From an optimization exercise on the open Yosys and OpenROAD flow, aimed at small area, a short achievable clock period and few clock cycles per item; shortcuts taken in it are not production practice. The RTL was checked by simulation tests, not by an equivalence proof against the original design.

$ cat flow/config.mk
export PLATFORM = sky130hd
export DESIGN_NAME = idct_top
export DESIGN_NICKNAME = idct_top
export VERILOG_FILES = /design/flow/design.v
export SDC_FILE = /design/flow/constraint.sdc
export NUM_CORES = 4
export LEC_CHECK = 0
export ABC_AREA = 1
export CAP_MARGIN = 20
export CORE_MARGIN = 2
export CORE_UTILIZATION = 70
export SLEW_MARGIN = 20
$ cat flow/constraint.sdc
create_clock -name core_clock -period 14.0 [get_ports {Clock}]
set_input_delay 2.8000 -clock core_clock [delete_from_list [all_inputs] [get_ports {Clock}]]
set_output_delay 2.8000 -clock core_clock [all_outputs]
set_load 0.01 [all_outputs]
$ cat flow/design.v
`timescale 1ns/100ps
module idct_top (
	input logic Clock,
	input logic resetn,
	input logic start,
	input logic [5:0] block_col,
	input logic [4:0] block_row,
	input logic [15:0] SRAM_read_data,
	output logic [15:0] SRAM_write_data,
	output logic [17:0] SRAM_address,
	output logic SRAM_we_n,
	output logic done
);
	function automatic logic [11:0] cosv(input logic [2:0] k, input logic [2:0] j);
		case ({k, j})
			6'o00: cosv = 12'h5a8;   
			6'o01: cosv = 12'h5a8;   
			6'o02: cosv = 12'h5a8;   
			6'o03: cosv = 12'h5a8;   
			6'o04: cosv = 12'h5a8;   
			6'o05: cosv = 12'h5a8;   
			6'o06: cosv = 12'h5a8;   
			6'o07: cosv = 12'h5a8;   
			6'o10: cosv = 12'h7d8;   
			6'o11: cosv = 12'h6a6;   
			6'o12: cosv = 12'h471;   
			6'o13: cosv = 12'h18f;   
			6'o14: cosv = 12'he71;   
			6'o15: cosv = 12'hb8f;   
			6'o16: cosv = 12'h95a;   
			6'o17: cosv = 12'h828;   
			6'o20: cosv = 12'h764;   
			6'o21: cosv = 12'h30f;   
			6'o22: cosv = 12'hcf1;   
			6'o23: cosv = 12'h89c;   
			6'o24: cosv = 12'h89c;   
			6'o25: cosv = 12'hcf1;   
			6'o26: cosv = 12'h30f;   
			6'o27: cosv = 12'h764;   
			6'o30: cosv = 12'h6a6;   
			6'o31: cosv = 12'he71;   
			6'o32: cosv = 12'h828;   
			6'o33: cosv = 12'hb8f;   
			6'o34: cosv = 12'h471;   
			6'o35: cosv = 12'h7d8;   
			6'o36: cosv = 12'h18f;   
			6'o37: cosv = 12'h95a;   
			6'o40: cosv = 12'h5a8;   
			6'o41: cosv = 12'ha58;   
			6'o42: cosv = 12'ha58;   
			6'o43: cosv = 12'h5a8;   
			6'o44: cosv = 12'h5a8;   
			6'o45: cosv = 12'ha58;   
			6'o46: cosv = 12'ha58;   
			6'o47: cosv = 12'h5a8;   
			6'o50: cosv = 12'h471;   
			6'o51: cosv = 12'h828;   
			6'o52: cosv = 12'h18f;   
			6'o53: cosv = 12'h6a6;   
			6'o54: cosv = 12'h95a;   
			6'o55: cosv = 12'he71;   
			6'o56: cosv = 12'h7d8;   
			6'o57: cosv = 12'hb8f;   
			6'o60: cosv = 12'h30f;   
			6'o61: cosv = 12'h89c;   
			6'o62: cosv = 12'h764;   
			6'o63: cosv = 12'hcf1;   
			6'o64: cosv = 12'hcf1;   
			6'o65: cosv = 12'h764;   
			6'o66: cosv = 12'h89c;   
			6'o67: cosv = 12'h30f;   
			6'o70: cosv = 12'h18f;   
			6'o71: cosv = 12'hb8f;   
			6'o72: cosv = 12'h6a6;   
			6'o73: cosv = 12'h828;   
			6'o74: cosv = 12'h7d8;   
			6'o75: cosv = 12'h95a;   
			6'o76: cosv = 12'h471;   
			6'o77: cosv = 12'he71;   
			default: cosv = 12'h000;
		endcase
	endfunction
	function automatic logic [8:0] mul40(input logic [2:0] r);
		mul40 = {1'b0, r, 5'd0} + {3'd0, r, 3'd0};
	endfunction
	function automatic logic [2:0] ffs8(input logic [7:0] v);
		ffs8 = 3'd0;
		for (int n = 7; n >= 0; n--)
			if (v[n]) ffs8 = 3'(n);
	endfunction
	function automatic logic [7:0] above(input logic [2:0] r);
		for (int n = 0; n < 8; n++)
			above[n] = (3'(n) > r);
	endfunction
	typedef struct packed {
		logic v;
		logic isrow;    
		logic [2:0] k;  
		logic [2:0] m;  
		logic [1:0] p;  
		logic first;
		logic last;
	} desc_t;
	localparam logic [1:0] S_IDLE = 2'd0, S_ROW = 2'd2, S_COL = 2'd3;
	logic [1:0] state;
	logic [1:0] pass;
	logic [5:0] bcol;
	logic [4:0] brow;
	logic [13:0] base;       
	logic [63:0] mask;       
	logic [7:0] rmask;       
	logic [7:0] rnz;         
	logic [2:0] crow;        
	logic [7:0] colrem;      
	logic cur_v;
	logic rfirst;            
	logic [2:0] kcur;        
	logic [1:0] ci;          
	logic bubble;
	desc_t q1, q2, q3, q4, q5, q6;
	desc_t d0;
	logic [7:0] erows;       
	logic [2:0] ccol;
	logic [7:0] colrem_n;
	logic row_done;
	logic [7:0] rows_after;
	logic [2:0] nrow;
	logic [2:0] frow;
	always_comb begin
		rmask = rnz | 8'd1;
		erows = (pass == 2'd0) ? 8'hff : rnz;
		ccol = ffs8(colrem);
		colrem_n = colrem & ~(8'd1 << ccol);
		row_done = (colrem_n == 8'd0);
		rows_after = erows & above(crow);
		nrow = ffs8(rows_after);
		frow = ffs8(rnz);
	end
	logic [7:0] kcand;
	logic [2:0] knxt;
	logic knxt_v;
	assign kcand = rmask & above(kcur);
	assign knxt = ffs8(kcand);
	assign knxt_v = |kcand;
	logic hold_v;
	logic commit_col;
	logic port_busy;      
	logic mask_pending;   
	logic t_hazard;
	logic issue_row;
	logic issue_col;
	assign commit_col = q6.v && !q6.isrow && q6.last;
	assign port_busy = commit_col || hold_v;
	assign mask_pending = ((q1.v && q1.isrow) || (q2.v && q2.isrow) || (q3.v && q3.isrow))
		&& (kcand[6:0] == 7'd0);
	assign t_hazard = (q1.v && q1.isrow && q1.last && q1.k == kcur)
		|| (q2.v && q2.isrow && q2.last && q2.k == kcur)
		|| (q3.v && q3.isrow && q3.last && q3.k == kcur);
	assign issue_row = (state == S_ROW) && !port_busy && cur_v;
	assign issue_col = (state == S_COL) && !bubble && !t_hazard
		&& !((pass == 2'd0) && mask_pending);
	always_comb begin
		d0 = '0;
		if (issue_row) begin
			d0.v = 1'b1;
			d0.isrow = 1'b1;
			d0.k = crow;
			d0.m = ccol;
			d0.p = pass;
			d0.first = rfirst;
			d0.last = row_done;
		end else if (issue_col) begin
			d0.v = 1'b1;
			d0.k = kcur;
			d0.m = {1'b0, ci};
			d0.p = pass;
			d0.first = (kcur == 3'd0);
			d0.last = !knxt_v;
		end
	end
	always_ff @(posedge Clock or negedge resetn) begin
		if (!resetn) begin
			state <= S_IDLE;
			pass <= 2'd0;
			crow <= 3'd0;
			colrem <= 8'd0;
			cur_v <= 1'b0;
			rfirst <= 1'b1;
			kcur <= 3'd0;
			ci <= 2'd0;
			bubble <= 1'b0;
			q1.v <= 1'b0;
			q2.v <= 1'b0;
			q3.v <= 1'b0;
			q4.v <= 1'b0;
			q5.v <= 1'b0;
			q6.v <= 1'b0;
		end else begin
			q1.v <= d0.v;
			q2.v <= q1.v;
			q3.v <= q2.v;
			q4.v <= q3.v;
			q5.v <= q4.v;
			q6.v <= q5.v;
			bubble <= 1'b0;
			case (state)
				S_ROW: begin
					if (issue_row) begin
						if (row_done) begin
							crow <= nrow;
							colrem <= (pass == 2'd0) ? 8'hff : mask[{nrow, 3'b000} +: 8];
							rfirst <= 1'b1;
							if (rows_after == 8'd0) begin
								cur_v <= 1'b0;
								state <= S_COL;
								kcur <= 3'd0;
								ci <= 2'd0;
							end
						end else begin
							colrem <= colrem_n;
							rfirst <= 1'b0;
						end
					end else if (!cur_v) begin
						state <= S_COL;
						kcur <= 3'd0;
						ci <= 2'd0;
					end
				end
				S_COL: begin
					if (issue_col) begin
						if (!knxt_v) begin
							kcur <= 3'd0;
							bubble <= (kcur == 3'd0);   
							ci <= ci + 2'd1;
							if (ci == 2'd3) begin
								if (pass == 2'd3) begin
									state <= S_IDLE;
								end else begin
									pass <= pass + 2'd1;
									state <= S_ROW;
									crow <= frow;
									colrem <= mask[{frow, 3'b000} +: 8];
									cur_v <= |rnz;
									rfirst <= 1'b1;
								end
							end
						end else begin
							kcur <= knxt;
						end
					end
				end
				default: begin
					if (start) begin
						state <= S_ROW;
						pass <= 2'd0;
						crow <= 3'd0;
						colrem <= 8'hff;
						cur_v <= 1'b1;
						rfirst <= 1'b1;
					end
				end
			endcase
		end
	end
	always_ff @(posedge Clock) begin
		{q1.isrow, q1.k, q1.m, q1.p, q1.first, q1.last}
			<= {d0.isrow, d0.k, d0.m, d0.p, d0.first, d0.last};
		{q2.isrow, q2.k, q2.m, q2.p, q2.first, q2.last}
			<= {q1.isrow, q1.k, q1.m, q1.p, q1.first, q1.last};
		{q3.isrow, q3.k, q3.m, q3.p, q3.first, q3.last}
			<= {q2.isrow, q2.k, q2.m, q2.p, q2.first, q2.last};
		{q4.isrow, q4.k, q4.m, q4.p, q4.first, q4.last}
			<= {q3.isrow, q3.k, q3.m, q3.p, q3.first, q3.last};
		{q5.isrow, q5.k, q5.m, q5.p, q5.first, q5.last}
			<= {q4.isrow, q4.k, q4.m, q4.p, q4.first, q4.last};
		{q6.isrow, q6.k, q6.m, q6.p, q6.first, q6.last}
			<= {q5.isrow, q5.k, q5.m, q5.p, q5.first, q5.last};
	end
	always_ff @(posedge Clock) begin
		if (state == S_IDLE && start) begin
			bcol <= block_col;
			brow <= block_row;
		end
		base <= {brow, 8'd0} + {3'd0, brow, 6'd0} + {8'd0, bcol};
	end
	logic [15:0] tbuf_a [0:7];
	logic [15:0] tbuf_b [0:7];
	logic [15:0] op_a;
	logic [15:0] op_b;
	logic [11:0] c_a;
	logic [11:0] c_b;
	always_ff @(posedge Clock) begin
		if (!q3.v) begin
			op_a <= 16'd0;
			op_b <= 16'd0;
		end else if (q3.isrow) begin
			op_a <= SRAM_read_data;
			op_b <= SRAM_read_data;
		end else begin
			op_a <= tbuf_a[q3.k];
			op_b <= tbuf_b[q3.k];
		end
		if (q3.isrow) begin
			c_a <= cosv(q3.m, {q3.p, 1'b0});
			c_b <= cosv(q3.m, {q3.p, 1'b1});
		end else begin
			c_a <= cosv(q3.k, q3.m);
			c_b <= cosv(q3.k, q3.m);
		end
		if (q3.v && q3.isrow && q3.p == 2'd0) begin
			mask <= {(SRAM_read_data != 16'd0), mask[63:1]};
			rnz[q3.k] <= (SRAM_read_data != 16'd0) || (rnz[q3.k] && q3.m != 3'd0);
		end
	end
	function automatic logic [59:0] mul_cs(input logic [15:0] x, input logic [11:0] c);
		logic [29:0] pp [0:6];
		logic [29:0] s1, c1, s2, c2, s3, c3, s4, c4, s5, c5;
		logic [2:0] bits;
		logic [17:0] mag;
		logic [17:0] sel;
		logic neg;
		pp[6] = 30'h35560000;   
		for (int i = 0; i < 6; i++) begin
			bits = {c[2*i+1], c[2*i], (i == 0) ? 1'b0 : c[2*i-1]};
			case (bits)
				3'b001, 3'b010: mag = {{2{x[15]}}, x};
				3'b011: mag = {x[15], x, 1'b0};
				3'b100: mag = {x[15], x, 1'b0};
				3'b101, 3'b110: mag = {{2{x[15]}}, x};
				default: mag = 18'd0;
			endcase
			neg = bits[2] && (bits != 3'b111);
			sel = neg ? ~mag : mag;
			pp[i] = 30'({~sel[17], sel[16:0]} << (2 * i));
			pp[6][2*i] = neg;
		end
		s1 = pp[0] ^ pp[1] ^ pp[2];
		c1 = ((pp[0] & pp[1]) | (pp[0] & pp[2]) | (pp[1] & pp[2])) << 1;
		s2 = pp[3] ^ pp[4] ^ pp[5];
		c2 = ((pp[3] & pp[4]) | (pp[3] & pp[5]) | (pp[4] & pp[5])) << 1;
		s3 = s1 ^ c1 ^ s2;
		c3 = ((s1 & c1) | (s1 & s2) | (c1 & s2)) << 1;
		s4 = c2 ^ pp[6] ^ s3;
		c4 = ((c2 & pp[6]) | (c2 & s3) | (pp[6] & s3)) << 1;
		s5 = s4 ^ c4 ^ c3;
		c5 = ((s4 & c4) | (s4 & c3) | (c4 & c3)) << 1;
		mul_cs = {s5, c5};
	endfunction
	logic [29:0] ps_a;
	logic [29:0] pc_a;
	logic [29:0] ps_b;
	logic [29:0] pc_b;
	always_ff @(posedge Clock) begin
		{ps_a, pc_a} <= mul_cs(op_a, c_a);
		{ps_b, pc_b} <= mul_cs(op_b, c_b);
	end
	function automatic logic [29:0] acc3(input logic [29:0] acc, input logic [29:0] s,
		input logic [29:0] c, input logic neg);
		logic [29:0] xs, xc, t, u;
		xs = s ^ {30{neg}};
		xc = c ^ {30{neg}};
		t = acc ^ xs ^ xc;
		u = {((acc[28:0] & xs[28:0]) | (acc[28:0] & xc[28:0]) | (xs[28:0] & xc[28:0])), neg};
		acc3 = t + u + {29'd0, neg};
	endfunction
	logic [29:0] acc_a;
	logic [29:0] acc_am;
	logic [29:0] acc_b;
	logic [29:0] acc_bm;
	logic [29:0] acc_a0;
	logic [29:0] acc_am0;
	logic [29:0] acc_b0;
	logic [29:0] acc_bm0;
	logic kodd;
	assign kodd = q5.k[0];
	assign acc_a0 = q5.first ? 30'd0 : acc_a;
	assign acc_am0 = q5.first ? 30'd0 : acc_am;
	assign acc_b0 = q5.first ? 30'd0 : acc_b;
	assign acc_bm0 = q5.first ? 30'd0 : acc_bm;
	always_ff @(posedge Clock) begin
		acc_a <= acc3(acc_a0, ps_a, pc_a, 1'b0);
		acc_b <= acc3(acc_b0, ps_b, pc_b, 1'b0);
		acc_am <= acc3(acc_am0, ps_a, pc_a, kodd);
		acc_bm <= acc3(acc_bm0, ps_b, pc_b, kodd);
	end
	function automatic logic [15:0] sat16(input logic [29:0] a);
		if (!a[29] && (|a[28:23])) sat16 = 16'h7fff;
		else if (a[29] && !(&a[28:23])) sat16 = 16'h8000;
		else sat16 = a[23:8];
	endfunction
	function automatic logic [7:0] clip8(input logic [29:0] a);
		if (a[29]) clip8 = 8'd0;
		else if (|a[28:24]) clip8 = 8'd255;
		else clip8 = a[23:16];
	endfunction
	always_ff @(posedge Clock) begin
		if (q6.v && q6.isrow && q6.last) begin
			tbuf_a[q6.k] <= sat16(acc_a);
			tbuf_b[q6.k] <= sat16(acc_b);
		end
	end
	logic [15:0] hold_data;
	logic [2:0] hold_m;
	logic [1:0] hold_p;
	logic hold_fin;
	logic [13:0] w_hi;
	logic [14:0] rd_hi;
	assign w_hi = base + 14'(mul40(commit_col ? q6.m : hold_m));
	assign rd_hi = {2'b00, brow, 8'd0} + {4'd0, brow, 6'd0} + {9'd0, bcol}
		+ 15'd9600 + 15'(mul40(crow));
	logic we;
	assign SRAM_we_n = !we;
	always_ff @(posedge Clock or negedge resetn) begin
		if (!resetn) begin
			we <= 1'b0;
			done <= 1'b0;
			hold_v <= 1'b0;
			hold_fin <= 1'b0;
		end else begin
			we <= commit_col || hold_v;
			done <= hold_v && hold_fin;
			hold_v <= commit_col;
			hold_fin <= commit_col && q6.m[1:0] == 2'd3 && q6.p == 2'd3;
		end
	end
	always_ff @(posedge Clock) begin
		hold_m <= 3'd7 - q6.m;
		hold_p <= q6.p;
		hold_data <= {clip8(acc_am), clip8(acc_bm)};
		if (commit_col) begin
			SRAM_address <= {2'b00, w_hi, q6.p};
			SRAM_write_data <= {clip8(acc_a), clip8(acc_b)};
		end else if (hold_v) begin
			SRAM_address <= {2'b00, w_hi, hold_p};
			SRAM_write_data <= hold_data;
		end else begin
			SRAM_address <= {rd_hi, ccol};
			SRAM_write_data <= hold_data;
		end
	end
endmodule
$ cat flow/flow/run.sh
#!/bin/bash
# Own layout flow: the standard ORFS flow (standard.sh: unchanged synthesis, floorplan,
# placement, CTS and routing) with two make variables changed:
#  - SETUP_SLACK_MARGIN: the timing-repair steps keep working until the setup slack is this
#    large, so paths are repaired well inside the 14 ns clock;
set -euo pipefail
cd "$(dirname "${BASH_SOURCE[0]}")/.."
bash standard.sh SETUP_SLACK_MARGIN=10.0 "BUFFER_PORTS_ARGS=-buffer_cell sky130_fd_sc_hd__buf_2" finish > flow_standard.log 2>&1
$ cat flow/standard.sh
#!/bin/bash
# synth_recipe.tcl (not shown) runs the flow's synth.tcl, then flattens the netlist and writes it again
# the make line also repeats each setting of config.mk as NAME=value (left out here)
make -C /OpenROAD-flow-scripts/flow DESIGN_CONFIG=/design/flow/config.mk WORK_HOME=/design/flow/orfs CLKGATE_MAP_FILE= SYNTH_SCRIPT=/design/flow/synth_recipe.tcl "${@:-finish}"
==> impl_results.md, run 1 <==
- Status: complete, no violations
- GP Congestion: 0.965
- Final Hold Viols: 0
- Vias in the first global route: 34.8k
- Yosys warning count: 3
- I/O pin total: 66
- Setup CP Type: reg -> out
- Synth Area per Inst: 9.16 um^2
- Post-synth EDFFs: 339
- Max-capacitance violation count: 0
- Slowest-stage cell, CP: dfrtp_1
- Vias per inst: 6.06
- DR DRC count: 0
- CP Cell Sequence: inv_1 -> buf_2
- Most frequent cells in the layout: 681 x nand2_1, 579 x inv_1, 505 x nor2_1, 425 x dfxtp_1, 361 x xor2_1
- Crit Path Max Fanout: 1
- Cts bufs inserted: 83
- CTS tree: built
- Pins over their slew limit: 0
- Largest net degree at the start of global routing: 78
- Hold-fix buffers at CTS: 0
- Register area share after synthesis: 42.3%
- IO Port Bufs: 65
- Top FF cell, synth: dfxtp_1
- Latest clock arrival within the worst-skew pair: 0.69 ns
- Reg clk slew, reported paths: 0.06 ns
- Area grow syn2layout: 8.68%
- Hold Startpoint: q4[6]
- Unrepaired setup endpoints after global routing: yes
- Site Rows: 94
- Reg2reg setup slack: 10.21 ns
- Initial antenna violation count: 5
- Final WL: 122,000 um
- Top cell type's share of synthesized area: 21.9%
- Synth area leaders: edfxtp_1 22%, dfxtp_1 19%, fa_1 9.8%
- Clock Sinks: 802
- Die width: 261 um
- Synthesized area: 46,400 um^2
- Synthesized flop and latch total: 802
- Max_slew headroom: 22.6%
- Worst Path Required: 11.20 ns
- ANT nets after route: 0
- Avg WL per Cell: 20.4 um
- Total core area: 65,600 um^2
- Crit path DAT: 1.19 ns
- Worst hold stages: 0
- FF-to-FF Start: c_a[1]
- TNS Setup: 0 ns
- Synth Instances: 5,062
- Core Util, Final: 76.8%
- Die area: 68,300 um^2
- GR Util All Layers: 35.6%
- H-tree depth: 3
- Clock skew: 0.0563 ns
- Die H: 261 um
- Final setup viols: 0
- Syn_nets: 5,572
- Max Fclk: 0.250 GHz
- Worst-margin pin slew: 1.16 ns
- Worst r2r path cells: 11
- Tmin final: 3.99 ns
- Nets@finish: 5,566
- Hold Path Class: reg -> reg
- DR pass1 iterations: 7
- Commonest non-fill, non-tap cell in the layout: nand2_1
- Starting Density: 70.7%
- Synth area leader: edfxtp_1
- Cell variety after synth: 69
- Max Buffers Root-to-Sink: 3
- Final Cycle Share: 28.5%
- WHS Endpoint: q5[6]
- Grt total ovfl: 0
- Place WS: 9.09 ns
- Async SR Flop Fraction: 4.11%
- Vias: 36.3k
- Critical R2R Capture: ps_a[17]
- Post-route setup slack: 10.01 ns
- Initial DRC count: 3,883
- Setup crit start kind: register
- Ratio of cells with drive above 1 in the final layout: 6.95%
- CTS root buffer: clkbuf_16
- First-pass GRT wire length: 188,000 um
- Dpl hpwl: 85,900 um
- CP Capture Type: output pin
- Critical path's largest stage delay: 0.36 ns
-- flip-flops by register name (all words and copies together) (netlist names), 28 cells and up, named ones only --
name / flops
ps_b: 28
tbuf_b: 128
acc_am: 30
acc_b: 30
acc_bm: 30
mask: 64
acc_a: 30
ps_a: 28
tbuf_a: 128
-- metrics by stage --
stage               hold WS [ns]  instance area [um^2]  cells
CTS                        0.323                 50300   5982
floorplan                  0.310                 46400   5062
detailed placement         0.312                 47300   5825
finish                     0.322                 50400   5990
global placement           0.310                 47300   5825
global route               0.327                 50400   5990
-- critical path, delay by kind of cell (launching register included) --
family,cells,cell delay [ns]
flip-flops,1,0.36
buffers and inverters,2,0.17
-- timing repair --
action,4_1_cts,5_1_grt
endpoints found under the setup margin,85,36
pin swaps,1,0
setup buffers,2,5
cloned,1,1
gates resized for setup,12,10
-- cell usage after synthesis (all sizes together), types with 14 or more instances --
cell / count
a31oi: 16
inv: 605
o221ai: 26
o22ai: 223
xnor2: 53
nand2: 689
nand3: 162
edfxtp: 339
xor2: 361
nand4: 14
o211ai: 43
dfxtp: 430
nor4: 27
nor2: 523
clkbuf: 140
fa: 228
ha: 252
buf: 65
a21o: 19
a21oi: 274
o21ai: 402
dfrtp: 32
nor3: 56
-- cells by family (layout without fill, tap and decap cells) --
logic type      count (synthesis)  after routing  share of synthesized area, %
compound gates               1063           1063                          13.2
xor+xnor                      414            414                          7.82
fa+ha+maj                     480            480                          16.6
buf+inv                       820            883                          6.87
flops                         802            802                          42.3
other cells                     0              1                             0
simple gates                 1483           1483                          13.2
-- per-layer routing --
metal,global-route usage [%],share of wire (%),vias to the layer above
li1,-,-,16900
met1,50.0,41,17300
met2,55.9,46,1777
met3,6.75,9.7,281
met4,11.9,3.1,0
met5,0,0,-
-- worst max path at each step --
stage,start,end,slack (ns),depth (start not counted)
floorplan,SRAM_read_data[6],rnz[6],10.03,8
global placement,SRAM_read_data[10],rnz[2],9.09,9
detailed placement,SRAM_read_data[10],rnz[2],9.09,9
CTS,we,SRAM_we_n,9.98,2
global route,we,SRAM_we_n,9.97,2
finish,we,SRAM_we_n,10.01,2
-- area by class of cell --
cell class / count / area, um^2
timing repair inverter: 1 / 5.00
sequential: 802 / 19600
multi-input combinational: 3440 / 23700
clock inverter: 35 / 437
timing repair buffer: 113 / 773
antenna: 1 / 2.50
fill: 4501 / 15200
clock buffer: 119 / 2450
tap: 864 / 1080
inverter: 615 / 2330
Testbench counts, summed over its fixed seeds: cycles 51,086, blocks 256.
==> run 2: changes to the inputs <==
--- a/flow/config.mk
+++ b/flow/config.mk
@@ -10,3 +10,5 @@
 export CORE_MARGIN = 2
 export CORE_UTILIZATION = 70
+export CTS_CLUSTER_DIAMETER = 200
+export CTS_CLUSTER_SIZE = 20
 export SLEW_MARGIN = 20
==> run 2 against run 1 <==
Effect of this change:
- hold slack better by 0.0059 ns
- clock skew shrank 0.034 ns
- flip-flop and latch count did not move
- count of clock-buffer cells in the layout shrank 46
- sequential share of layout area grew 1.3 points
- die area is the same
- synthesized cell count is the same
- area after synthesis unchanged
- setup slack gained 0.049 ns
- critical endpoint unchanged
- largest cell class unchanged
==> impl_results.md, run 2 <==
- Hold_ws: 0.328 ns
- Place WS: 9.09 ns
- Register area share after synthesis: 42.3%
- Die width: 261 um
- FF-to-FF Start: c_a[1]
- Commonest non-fill, non-tap cell in the layout: nand2_1
- Synthesized flop and latch total: 802
- Area grow syn2layout: 5.27%
- Setup crit start kind: register
- # fillers: 4,815
- Reg clk slew, reported paths: 0.09 ns
- First-pass GRT wire length: 184,000 um
- Site Rows: 94
- Top-count cell post-synth: nand2_1
- Vias per inst: 6.04
- Max Fclk: 0.253 GHz
- Total core area: 65,600 um^2
- Critical R2R Capture: ps_a[10]
- Latest clock arrival within the worst-skew pair: 0.62 ns
- Worst-margin pin slew: 1.25 ns
- Cell variety after synth: 69
- Starting Density: 70.7%
- Final Hold Viols: 0
- Worst Path Required: 11.20 ns
- Die area: 68,300 um^2
- Synth Instances: 5,062
- CTS root buffer: clkbuf_16
- Yosys warning count: 3
- Largest regs: tbuf_a: 128 flops, tbuf_b: 128 flops, mask: 64 flops
- Setup CP Type: reg -> out
- Synth area leaders: edfxtp_1 22%, dfxtp_1 19%, fa_1 9.8%
- Register area: 19,600 um^2
- Final Cycle Share: 28.2%
- Dpl hpwl: 85,900 um
- Placed cell count: 5,825
- Unrepaired setup endpoints after global routing: no
- ANT nets after route: 0
- CP Capture Type: output pin
- Clock Sinks: 802
- Top FF cell, synth: dfxtp_1
- Top cell type's share of synthesized area: 21.9%
- Hold Startpoint: q5[6]
- Avg WL per Cell: 20.1 um
- Tmin final: 3.95 ns
- Initial DRC count: 3,619
- Worst hold stages: 0
- Synth Area per Inst: 9.16 um^2
- Max_slew headroom: 16.7%
- Worst r2r path cells: 10
- Crit path DAT: 1.14 ns
- Non-filler instance count after layout: 5,910
- GR Util All Layers: 34.5%
- Nets@finish: 5,527
- Pins over their slew limit: 0
- WHS Endpoint: q6[6]
- Commonest cells in the netlist: 682 x nand2_1, 582 x inv_1, 516 x nor2_1, 430 x dfxtp_1, 361 x xor2_1
- Syn_nets: 5,572
- DR pass1 iterations: 8
- Initial antenna violation count: 2
- Vias: 35.7k
- Vias in the first global route: 34.0k
- CTS tree: built
- Status: complete, no violations
- Max-capacitance violation count: 0
- Reg2reg setup slack: 10.24 ns
- Post-synth EDFFs: 339
- IO Port Bufs: 65
- Crit Path Max Fanout: 1
- Most frequent cells in the layout: 681 x nand2_1, 580 x inv_1, 505 x nor2_1, 424 x dfxtp_1, 361 x xor2_1
- DR DRC count: 0
- Cts bufs inserted: 46
- Post-route setup slack: 10.06 ns
- I/O pin total: 66
- Finished layout cell area: 48,800 um^2
- Synthesized area: 46,400 um^2
- Final setup viols: 0
- Core Util, Final: 74.4%
- Hold Path Class: reg -> reg
- Grt total ovfl: 0
- Max Buffers Root-to-Sink: 3
- Placed cell areas: 47,300 um^2
- H-tree depth: 2
- TNS Setup: 0 ns
- Die H: 261 um
- Async SR Flop Fraction: 4.11%
- Final WL: 119,000 um
- Multi-input gate area: 23,700 um^2
- Hold-fix buffers at CTS: 0
- Synth area leader: edfxtp_1
- GP Congestion: 0.965
- Ratio of cells with drive above 1 in the final layout: 5.27%
- Clock skew: 0.0218 ns
- Largest net degree at the start of global routing: 78
run 2: cell counts after synthesis:
Identical to the previous run, type by type.
run 2: worst max path at each step:
| stage | startpoint | to | slack (ns) | depth (start not counted) |
|---|---|---|---|---|
| final | we | SRAM_we_n | 10.06 | 2 |
| after global routing | q5[1] | acc_bm[23] | 10.01 | 20 |
| after CTS | q5[7] | acc_am[29] | 10.02 | 13 |
| after detailed placement | SRAM_read_data[10] | rnz[2] | 9.09 | 9 |
| after global placement | SRAM_read_data[10] | rnz[2] | 9.09 | 9 |
| after floorplan | SRAM_read_data[6] | rnz[6] | 10.03 | 8 |
run 2: what timing repair did:
item	CTS	global route
buffers inserted	2	5
cloned	1	0
pin swaps	1	0
gates resized for setup	12	11
setup endpoints to repair	86	30
run 2: logic make-up after synthesis:
family          Yosys count  share of synthesized area [%]
simple gates           1483                           13.2
buf+inv                 820                           6.87
compound gates         1063                           13.2
fa+ha+maj               480                           16.6
flops                   802                           42.3
xor+xnor                414                           7.82
run 2: cell type report:
class	instances	share of cell area, %
multi-input combinational	3440	48.6
sequential	802	40.2
inverter	615	4.77
clock buffer	73	2.61
tap	864	2.21
timing repair buffer	111	1.52
clock inverter	3	0.108
timing repair inverter	1	0.0102
antenna	1	0.00512
run 2: critical path: stages (launching register included):
cell and delay, ns:
dfrtp_1 0.36, inv_1 0.05, buf_2 0.12
run 2: metal layers:
layer / GRT usage, % / share of wire, % / up-vias
met1: 49.6 / 42 / 17000
li1: - / - / 16800
met2: 54.7 / 45 / 1627
met3: 5.53 / 9.5 / 276
met4: 9.66 / 3.0 / 0
met5: 0 / 0 / -

re-timing with driven ports:
The flow's constraints put no driver on any port. The routed layouts listed below were extracted and timed again, unchanged, in two steps. Step 1: set_driving_cell puts a clkbuf_16 on Clock and a buf_2 on each other input, an assumption about the parent block. Step 2, shift: input delay + t, output delay - t, t = (earliest + latest rising clock arrival at the registers) / 2. This alone moves slack from input paths to output paths. Slacks: ideal ports / drivers / drivers and shift; pairs: ideal ports / drivers.
run	t (ns)	slack for setup (ns)	pins driven straight from the clock port
run 1	0.726	10.006 / 9.940 / 9.425	1
run 2	0.677	10.055 / 9.990 / 9.482	1
After both steps setup and hold are still met in every run listed. For run 1, which loses most, drivers alone change the setup slack by -0.066 ns; drivers and shift together by -0.581 ns.
